What follows belongs to an exercise in optimizing a design on an open flow for small area and a short achievable clock period; a production flow would make more cautious choices.
Only simulation tests tie the RTL to the original design; equivalence was not proved.
The clock port is modelled as an ideal driver, which makes a skipped or thinned clock tree look cheaper than it is; a real chip needs a root buffer or a tree.
No activity file was given, so power comes from the tool's default toggle rates.

==> job 2602 <==
==> flow/design.v (excerpt) <==
module doubling_adder_top (
  input  logic                  clk,
  input  logic                  arst_n,
  input  logic                  in_valid,
  input  logic [64-1:0] a,
  input  logic [64-1:0] b,
  input  logic                  cin,
  output logic [64:0]   sum,
  output logic                  out_valid
);
==> flow/config.mk <==
export PLATFORM = sky130hd
export DESIGN_NAME = doubling_adder_top
export DESIGN_NICKNAME = doubling_adder_top
export VERILOG_FILES = /design/flow/design.v
export SDC_FILE = /design/flow/constraint.sdc
export NUM_CORES = 4
export LEC_CHECK = 0
export CAP_MARGIN = 20
export CORE_MARGIN = 2
export CORE_UTILIZATION = 65
export HOLD_SLACK_MARGIN = 0.05
export SETUP_SLACK_MARGIN = 1.65
export SLEW_MARGIN = 20
export SYNTH_HIERARCHICAL = 1
export SYNTH_MINIMUM_KEEP_SIZE = 0
==> flow/constraint.sdc <==
create_clock -name core_clock -period 3.2 [get_ports {clk}]
set_input_delay 0.6400 -clock core_clock [delete_from_list [all_inputs] [get_ports {clk}]]
set_output_delay 0.6400 -clock core_clock [all_outputs]
set_load 0.01 [all_outputs]
standard.sh (not shown) runs the stock make flow with config.mk's settings and CLKGATE_MAP_FILE= SYNTH_SCRIPT=/design/flow/synth_recipe.tcl, a recipe that flattens the netlist after the stock synthesis.
==> flow/flow/run.sh <==
#!/bin/bash
# Layout flow: the standard flow (standard.sh, unchanged synthesis) with
#  - the port buffers of buffer_ports set to the smallest buffer, which
#    repair_timing then sizes up where timing needs it (every port still gets
#    its own buffer);
#  - a small balanced clock tree (cts_tree.tcl) in place of TritonCTS: the clock
#    port drives four clock buffers, each driving two leaf clock buffers, each
#    leaf driving an eighth of the flip-flops.
set -euo pipefail
HERE=$(cd "$(dirname "$0")" && pwd)
bash standard.sh finish BUFFER_PORTS_ARGS="-buffer_cell sky130_fd_sc_hd__buf_1" \
  PRE_CTS_TCL="$HERE/cts_tree.tcl" CTS_TOP_BUFS=4 CTS_LEAF_BUFS=2 \
  CTS_TOP_CELL=sky130_fd_sc_hd__clkbuf_8 CTS_LEAF_CELL=sky130_fd_sc_hd__clkbuf_16 \
  > standard_flow.log 2>&1
==> flow/flow/cts_tree.tcl <==
# Sourced by ORFS cts.tcl before it builds the clock tree (PRE_CTS_TCL).
# Replaces clock_tree_synthesis with a small balanced tree: the clock port
# drives CTS_TOP_BUFS buffers, each of which drives CTS_LEAF_BUFS leaf buffers
# (or the flip-flops directly when CTS_LEAF_BUFS is 0). The flip-flops are split
# into groups of equal size by position (halves in x, then halves in y, ...),
# one group per leaf buffer, placed at the group's centre. Every flip-flop sees
# the same number and type of buffers, with no deliberate skew.
set ::cts_top  [expr {[info exists ::env(CTS_TOP_BUFS)]  ? $::env(CTS_TOP_BUFS)  : 4}]
set ::cts_leaf [expr {[info exists ::env(CTS_LEAF_BUFS)] ? $::env(CTS_LEAF_BUFS) : 2}]
set ::cts_top_cell  [expr {[info exists ::env(CTS_TOP_CELL)]  ? $::env(CTS_TOP_CELL)  : "sky130_fd_sc_hd__clkbuf_8"}]
set ::cts_leaf_cell [expr {[info exists ::env(CTS_LEAF_CELL)] ? $::env(CTS_LEAF_CELL) : "sky130_fd_sc_hd__clkbuf_16"}]

# items: list of {object x y}; split into n groups (n a power of two) of equal
# size by recursive bisection at the median, alternating between x and y.
proc cts_tree_split {items n axis} {
  if {$n <= 1} { return [list $items] }
  set idx [expr {$axis eq "x" ? 1 : 2}]
  set sorted [lsort -real -index $idx $items]
  set half [expr {[llength $sorted] / 2}]
  set other [expr {$axis eq "x" ? "y" : "x"}]
  return [concat [cts_tree_split [lrange $sorted 0 [expr {$half - 1}]] [expr {$n / 2}] $other] \
                 [cts_tree_split [lrange $sorted $half end] [expr {$n / 2}] $other]]
}

# Creates a buffer of cell $cell named $name driving the iterms of $items from
# net $in_net, placed at the centre of the items; returns {iterm x y} of its input.
proc cts_tree_buffer {name cell in_net items} {
  set block [ord::get_db_block]
  set master [[ord::get_db] findMaster $cell]
  set inst [odb::dbInst_create $block $master $name]
  set net [odb::dbNet_create $block "net_$name"]
  $net setSigType CLOCK
  set sx 0; set sy 0
  foreach item $items {
    lassign $item it x y
    $it disconnect
    $it connect $net
    set sx [expr {$sx + $x}]; set sy [expr {$sy + $y}]
  }
  set n [llength $items]
  set cx [expr {int($sx / $n)}]
  set cy [expr {int($sy / $n)}]
  $inst setLocation [expr {$cx - [$master getWidth] / 2}] [expr {$cy - [$master getHeight] / 2}]
  $inst setPlacementStatus PLACED
  set a [$inst findITerm A]
  $a connect $in_net
  [$inst findITerm X] connect $net
  puts "cts_tree: $name ($cell) drives $n loads at ($cx, $cy)"
  return [list $a $cx $cy]
}

proc clock_tree_synthesis {args} {
  puts "cts_tree: $::cts_top x $::cts_top_cell, each driving $::cts_leaf x $::cts_leaf_cell (replaces clock_tree_synthesis $args)"
  set block [ord::get_db_block]
  set clk_net [$block findNet clk]
  set items {}
  foreach it [$clk_net getITerms] {
    set inst [$it getInst]
    lassign [$inst getLocation] x y
    set m [$inst getMaster]
    lappend items [list $it [expr {$x + [$m getWidth] / 2}] [expr {$y + [$m getHeight] / 2}]]
  }
  set t 0
  foreach top_group [cts_tree_split $items $::cts_top x] {
    if {$::cts_leaf > 0} {
      set leaves {}
      set l 0
      foreach leaf_group [cts_tree_split $top_group $::cts_leaf [expr {$::cts_top % 2 ? "x" : "y"}]] {
        set tmp [odb::dbNet_create $block "net_tmp_${t}_$l"]
        lappend leaves [cts_tree_buffer "clkbuf_leaf_${t}_$l" $::cts_leaf_cell $tmp $leaf_group]
        incr l
      }
      set top_in [cts_tree_buffer "clkbuf_top_$t" $::cts_top_cell $clk_net $leaves]
      foreach l [$block getNets] { if {[string match "net_tmp_*" [$l getName]] && [llength [$l getITerms]] == 0} { odb::dbNet_destroy $l } }
    } else {
      cts_tree_buffer "clkbuf_top_$t" $::cts_top_cell $clk_net $top_group
    }
    incr t
  }
  $clk_net setSigType CLOCK
  set_propagated_clock [all_clocks]
}
==> inputs of job 2431, as changes to job 2602 <==
==> flow/flow/run.sh (replaced) <==
#!/bin/bash
# Layout flow: the standard flow (standard.sh, unchanged synthesis) with
#  - the port buffers of buffer_ports set to sky130_fd_sc_hd__buf_2, which
#    repair_timing sizes up where timing needs it (every port still gets its
#    own buffer);
#  - a small balanced clock tree (cts_tree.tcl) in place of TritonCTS: the clock
#    port drives four clock inverters, each driving two leaf clock inverters,
#    each leaf driving an eighth of the flip-flops (two inversions on every
#    path, so each acts as a buffer).
set -euo pipefail
HERE=$(cd "$(dirname "$0")" && pwd)
bash standard.sh finish BUFFER_PORTS_ARGS="-buffer_cell sky130_fd_sc_hd__buf_2" \
  PRE_CTS_TCL="$HERE/cts_tree.tcl" CTS_TOP_BUFS=4 CTS_LEAF_BUFS=2 \
  CTS_TOP_CELL=sky130_fd_sc_hd__clkinv_8 CTS_LEAF_CELL=sky130_fd_sc_hd__clkinv_8 \
  > standard_flow.log 2>&1
--- a/flow/flow/cts_tree.tcl
+++ b/flow/flow/cts_tree.tcl
@@ -2,4 +2,6 @@
 # Replaces clock_tree_synthesis with a small balanced tree: the clock port
-# drives CTS_TOP_BUFS buffers, each of which drives CTS_LEAF_BUFS leaf buffers
-# (or the flip-flops directly when CTS_LEAF_BUFS is 0). The flip-flops are split
+# drives CTS_TOP_BUFS cells, each of which drives CTS_LEAF_BUFS leaf cells (or
+# the flip-flops directly when CTS_LEAF_BUFS is 0). The cells may be buffers or
+# inverters; with inverters both levels invert, so every flip-flop still sees
+# the clock's rising edge through two inversions, like a buffer. The flip-flops are split
 # into groups of equal size by position (halves in x, then halves in y, ...),
@@ -46,3 +48,5 @@
   $a connect $in_net
-  [$inst findITerm X] connect $net
+  foreach it [$inst getITerms] {
+    if {[$it isOutputSignal]} { $it connect $net }
+  }
   puts "cts_tree: $name ($cell) drives $n loads at ($cx, $cy)"
SETUP_SLACK_MARGIN = 1.88   (was 1.65)
==> inputs of job 7857, as changes to job 2602 <==
==> flow/flow/run.sh (replaced) <==
#!/bin/bash
# Layout flow: the standard flow (standard.sh, unchanged synthesis) with
#  - the port buffers of buffer_ports set to sky130_fd_sc_hd__buf_2, which
#    repair_timing sizes up where timing needs it (every port still gets its
#    own buffer);
#  - a small balanced clock tree (cts_tree.tcl) in place of TritonCTS: the clock
#    port drives four clock inverters, each driving two leaf clock inverters,
#    each leaf driving an eighth of the flip-flops (two inversions on every
#    path, so each acts as a buffer).
set -euo pipefail
HERE=$(cd "$(dirname "$0")" && pwd)
bash standard.sh finish BUFFER_PORTS_ARGS="-buffer_cell sky130_fd_sc_hd__buf_2" \
  PRE_CTS_TCL="$HERE/cts_tree.tcl" CTS_TOP_BUFS=4 CTS_LEAF_BUFS=2 \
  CTS_TOP_CELL=sky130_fd_sc_hd__clkinv_8 CTS_LEAF_CELL=sky130_fd_sc_hd__clkinv_8 \
  > standard_flow.log 2>&1
--- a/flow/flow/cts_tree.tcl
+++ b/flow/flow/cts_tree.tcl
@@ -2,4 +2,6 @@
 # Replaces clock_tree_synthesis with a small balanced tree: the clock port
-# drives CTS_TOP_BUFS buffers, each of which drives CTS_LEAF_BUFS leaf buffers
-# (or the flip-flops directly when CTS_LEAF_BUFS is 0). The flip-flops are split
+# drives CTS_TOP_BUFS cells, each of which drives CTS_LEAF_BUFS leaf cells (or
+# the flip-flops directly when CTS_LEAF_BUFS is 0). The cells may be buffers or
+# inverters; with inverters both levels invert, so every flip-flop still sees
+# the clock's rising edge through two inversions, like a buffer. The flip-flops are split
 # into groups of equal size by position (halves in x, then halves in y, ...),
@@ -46,3 +48,5 @@
   $a connect $in_net
-  [$inst findITerm X] connect $net
+  foreach it [$inst getITerms] {
+    if {[$it isOutputSignal]} { $it connect $net }
+  }
   puts "cts_tree: $name ($cell) drives $n loads at ($cx, $cy)"
SETUP_SLACK_MARGIN = 1.8   (was 1.65)
==> qor summary <==
Run status: job 2431 stopped before the end; job 7857 finished clean; job 2602 finished clean
Stage where the flow stopped: job 2431 global routing (5_1_grt); job 7857 -; job 2602 -
Routability congestion estimate from global placement: job 2431 0.977; job 7857 0.903; job 2602 0.893
Number of standard cells in the final layout excluding fillers: job 2431 -; job 7857 1,375; job 2602 1,354
Post-Route Setup TNS: job 2431 -; job 7857 0 ps; job 2602 0 ps
Endpoint of the worst-slack reg-to-reg timing path: job 2431 -; job 7857 sum[14]$_DFF_PN0_; job 2602 sum[60]$_DFF_PN0_
Number of multi-input combinational cells: job 2431 -; job 7857 783; job 2602 783
Share of the core filled with cells in the final layout: job 2431 -; job 7857 91.3%; job 2602 78.8%
FF-to-FF Start: job 2431 -; job 7857 s_q[8]$_DFF_P_; job 2602 valid_q$_DFF_PN0_
Footprint of the flip-flops and latches: job 2431 -; job 7857 3300 um^2; job 2602 3300 um^2
Leading cell category by total area: job 2431 -; job 7857 multi-input combinational cells; job 2602 multi-input combinational cells
Arrival time at the worst endpoint: job 2431 -; job 7857 1610 ps; job 2602 1720 ps
First-pass iteration count of the detailed router: job 2431 -; job 7857 6; job 2602 5
Post-DP HPWL: job 2431 14,700 um; job 7857 14,400 um; job 2602 13,500 um
P per Cell Area: job 2431 -; job 7857 468 nW/um^2; job 2602 524 nW/um^2
Final hold vios: job 2431 -; job 7857 0; job 2602 0
Worst setup timing slack at the placement stage: job 2431 1180 ps; job 7857 1220 ps; job 2602 1210 ps
Post-CTS setup buffer count: job 2431 59; job 7857 12; job 2602 4
Power of the sequential group: job 2431 -; job 7857 2470 uW; job 2602 2450 uW
Finished Cell Area: job 2431 -; job 7857 11,100 um^2; job 2602 9540 um^2
Clock latency reported for the late side of the worst-skew pair: job 2431 -; job 7857 140 ps; job 2602 280 ps
Number of well taps: job 2431 -; job 7857 168; job 2602 168
CP required: job 2431 -; job 7857 3250 ps; job 2602 3410 ps
Launching element type of the critical path: job 2431 -; job 7857 input port; job 2602 input port
In job 2602 and job 7857 the design's own scripts or RTL, not TritonCTS, make the clock network.

==> inputs of trial 43 <==
Another version of the RTL of doubling_adder_top (not shown whole).
// doubling_adder_top
module doubling_adder_top (
  input  logic                  clk,
  input  logic                  arst_n,
  input  logic                  in_valid,
  input  logic [64-1:0] a,
  input  logic [64-1:0] b,
  input  logic                  cin,
  output logic [64:0]   sum,
  output logic                  out_valid
);
clock: 3.2 ns
lec_check: 0
cap_margin: 20
core_margin: 2
core_utilization: 50
hold_slack_margin: 0.05
setup_slack_margin: 1.6
slew_margin: 20
synth_hierarchical: 1
synth_minimum_keep_size: 0
==> flow/flow/run.sh <==
#!/bin/bash
# Layout flow: the standard flow (standard.sh, unchanged synthesis) with the
# port buffers of buffer_ports set to the smallest buffer, which repair_timing
# then sizes up where timing needs it. Every port still gets its own buffer.
set -euo pipefail
bash standard.sh finish BUFFER_PORTS_ARGS="-buffer_cell sky130_fd_sc_hd__buf_1" > standard_flow.log 2>&1
==> trial 30 (differences from trial 43) <==
==> flow/flow/run.sh (replaced) <==
#!/bin/bash
# Layout flow: the standard flow (standard.sh, unchanged synthesis) with
#  - the port buffers of buffer_ports set to the smallest buffer, which
#    repair_timing then sizes up where timing needs it (every port still gets
#    its own buffer);
#  - clock tree synthesis with larger sink clusters, mid-size clock buffers and
#    no dummy loads.
set -euo pipefail
bash standard.sh finish BUFFER_PORTS_ARGS="-buffer_cell sky130_fd_sc_hd__buf_1" \
  CTS_ARGS="-sink_clustering_enable -repair_clock_nets -dont_use_dummy_load -sink_clustering_size 24 -buf_list sky130_fd_sc_hd__clkbuf_8" \
  > standard_flow.log 2>&1
Settings changed: SETUP_SLACK_MARGIN 1.6 to 1.7.
==> trial 31 (differences from trial 43) <==
==> flow/flow/run.sh (replaced) <==
#!/bin/bash
# Layout flow: the standard flow (standard.sh, unchanged synthesis) with
#  - the port buffers of buffer_ports set to the smallest buffer, which
#    repair_timing then sizes up where timing needs it (every port still gets
#    its own buffer);
#  - power recovery after global routing, which sizes down gates that have
#    timing slack to spare.
set -euo pipefail
bash standard.sh finish BUFFER_PORTS_ARGS="-buffer_cell sky130_fd_sc_hd__buf_1" RECOVER_POWER=100 > standard_flow.log 2>&1
==> trial 96 (differences from trial 43) <==
==> flow/flow/run.sh (replaced) <==
#!/bin/bash
# Layout flow: the standard flow (standard.sh, unchanged synthesis) with
#  - the port buffers of buffer_ports set to the smallest buffer, which
#    repair_timing then sizes up where timing needs it (every port still gets
#    its own buffer);
#  - clock tree synthesis with larger sink clusters, mid-size clock buffers and
#    no dummy loads.
set -euo pipefail
bash standard.sh finish BUFFER_PORTS_ARGS="-buffer_cell sky130_fd_sc_hd__buf_1" \
  CTS_ARGS="-sink_clustering_enable -repair_clock_nets -dont_use_dummy_load -sink_clustering_size 24 -buf_list sky130_fd_sc_hd__clkbuf_8" \
  > standard_flow.log 2>&1
==> flow_metrics.py <==
metrics = {
    "power_and_ir_drop": {
        "power_mw": 6.163,
        "power.density_nw_per_um2": 580.8,
    },
    "setup_path": {
        "r2r_end": "sum[31]$_DFFE_PN0P_",
        "crit_arrival_ns": 1.97,
        "worst-setup-path-type": "reg -> reg",
        "cp-start-kind": "register",
    },
    "sta": {
        "fin_crit_ns": 1.629,
    },
    "clock_tree": {
        "clk_latency_ns": 0.42,
        "cts_resized": 61,
    },
    "status": {
        "status": "finished clean",
    },
}
the above is filed under trial 43

==> flow_metrics.py <==
metrics = {
    "status": {
        "status": "finished with violations",
        "checkFailReasons": "max-capacitance violations, max-slew violations",
    },
    "clock_tree": {
        "clk_latency_ns": 0.42,
        "cts_resized": 61,
    },
    "flow_run": {
        "drv_cap": 1,
    },
    "setup_path": {
        "worst-setup-path-type": "in -> reg",
    },
    "sta": {
        "drv_slew": 39,
        "fin_crit_ns": 2.242,
    },
    "power_and_ir_drop": {
        "power_mw": 6.007,
        "power.density_nw_per_um2": 584.0,
    },
}
the above is filed under trial 31

==> flow_metrics.py <==
metrics = {
    "status": {
        "status": "finished clean",
    },
    "power_and_ir_drop": {
        "power_mw": 5.248,
        "power.density_nw_per_um2": 507.7,
    },
    "setup_path": {
        "crit_arrival_ns": 2.00,
    },
    "clock_tree": {
        "cts_resized": 88,
    },
    "sta": {
        "fin_crit_ns": 1.634,
    },
}
the above is filed under trial 96

==> flow_metrics.py <==
metrics = {
    "setup_path": {
        "worst-setup-path-type": "reg -> out",
        "r2r_end": "sum[31]$_DFFE_PN0P_",
        "crit_arrival_ns": 1.01,
        "cp-start-kind": "register",
    },
    "status": {
        "status": "finished clean",
    },
    "floorplanning": {
        "ios": 198,
    },
    "power_and_ir_drop": {
        "power.density_nw_per_um2": 502.7,
    },
    "clock_tree": {
        "clk_latency_ns": 0.45,
        "cts_resized": 81,
    },
}
the above is filed under trial 30

static timing again, ports no longer ideal:
How much do the figures lean on ideal ports? The routed layouts below were timed once more, with nothing changed but the port constraints.
Step 1 sets driving cells, clkbuf_16 on the clock port and buf_2 on the other inputs (assumed; they add their load-dependent delay and slew).
Step 2 moves the port delays by t, midway between the first and last clock arrival at a register: inputs arrive t later, outputs are due t later. That takes back most of the time a late clock gives input paths.
a / b / c = no drivers / after step 1 / after step 2; a / b = the first two.
run | t, ns | setup WS [ns] | latest minus earliest clock arrival (ns)
job 2602 | 0.345 | 1.692 / 1.636 / 1.391 | 0.014 / 0.013
job 7857 | 0.280 | 1.647 / 1.685 / 1.492 | 0.017 / 0.017
trial 43 | 0.458 | 1.571 / 1.558 / 1.231 | 0.014 / 0.014
trial 30 | 0.473 | 1.549 / 1.512 / 1.291 | 0.027 / 0.027
trial 31 | 0.458 | 0.958 / 0.975 / 0.518 | 0.012 / 0.013
trial 96 | 0.466 | 1.566 / 1.549 / 1.218 | 0.022 / 0.022
The setup slack of trial 31, which loses most, moves by +0.017 ns with the drivers and by -0.440 ns with both steps.
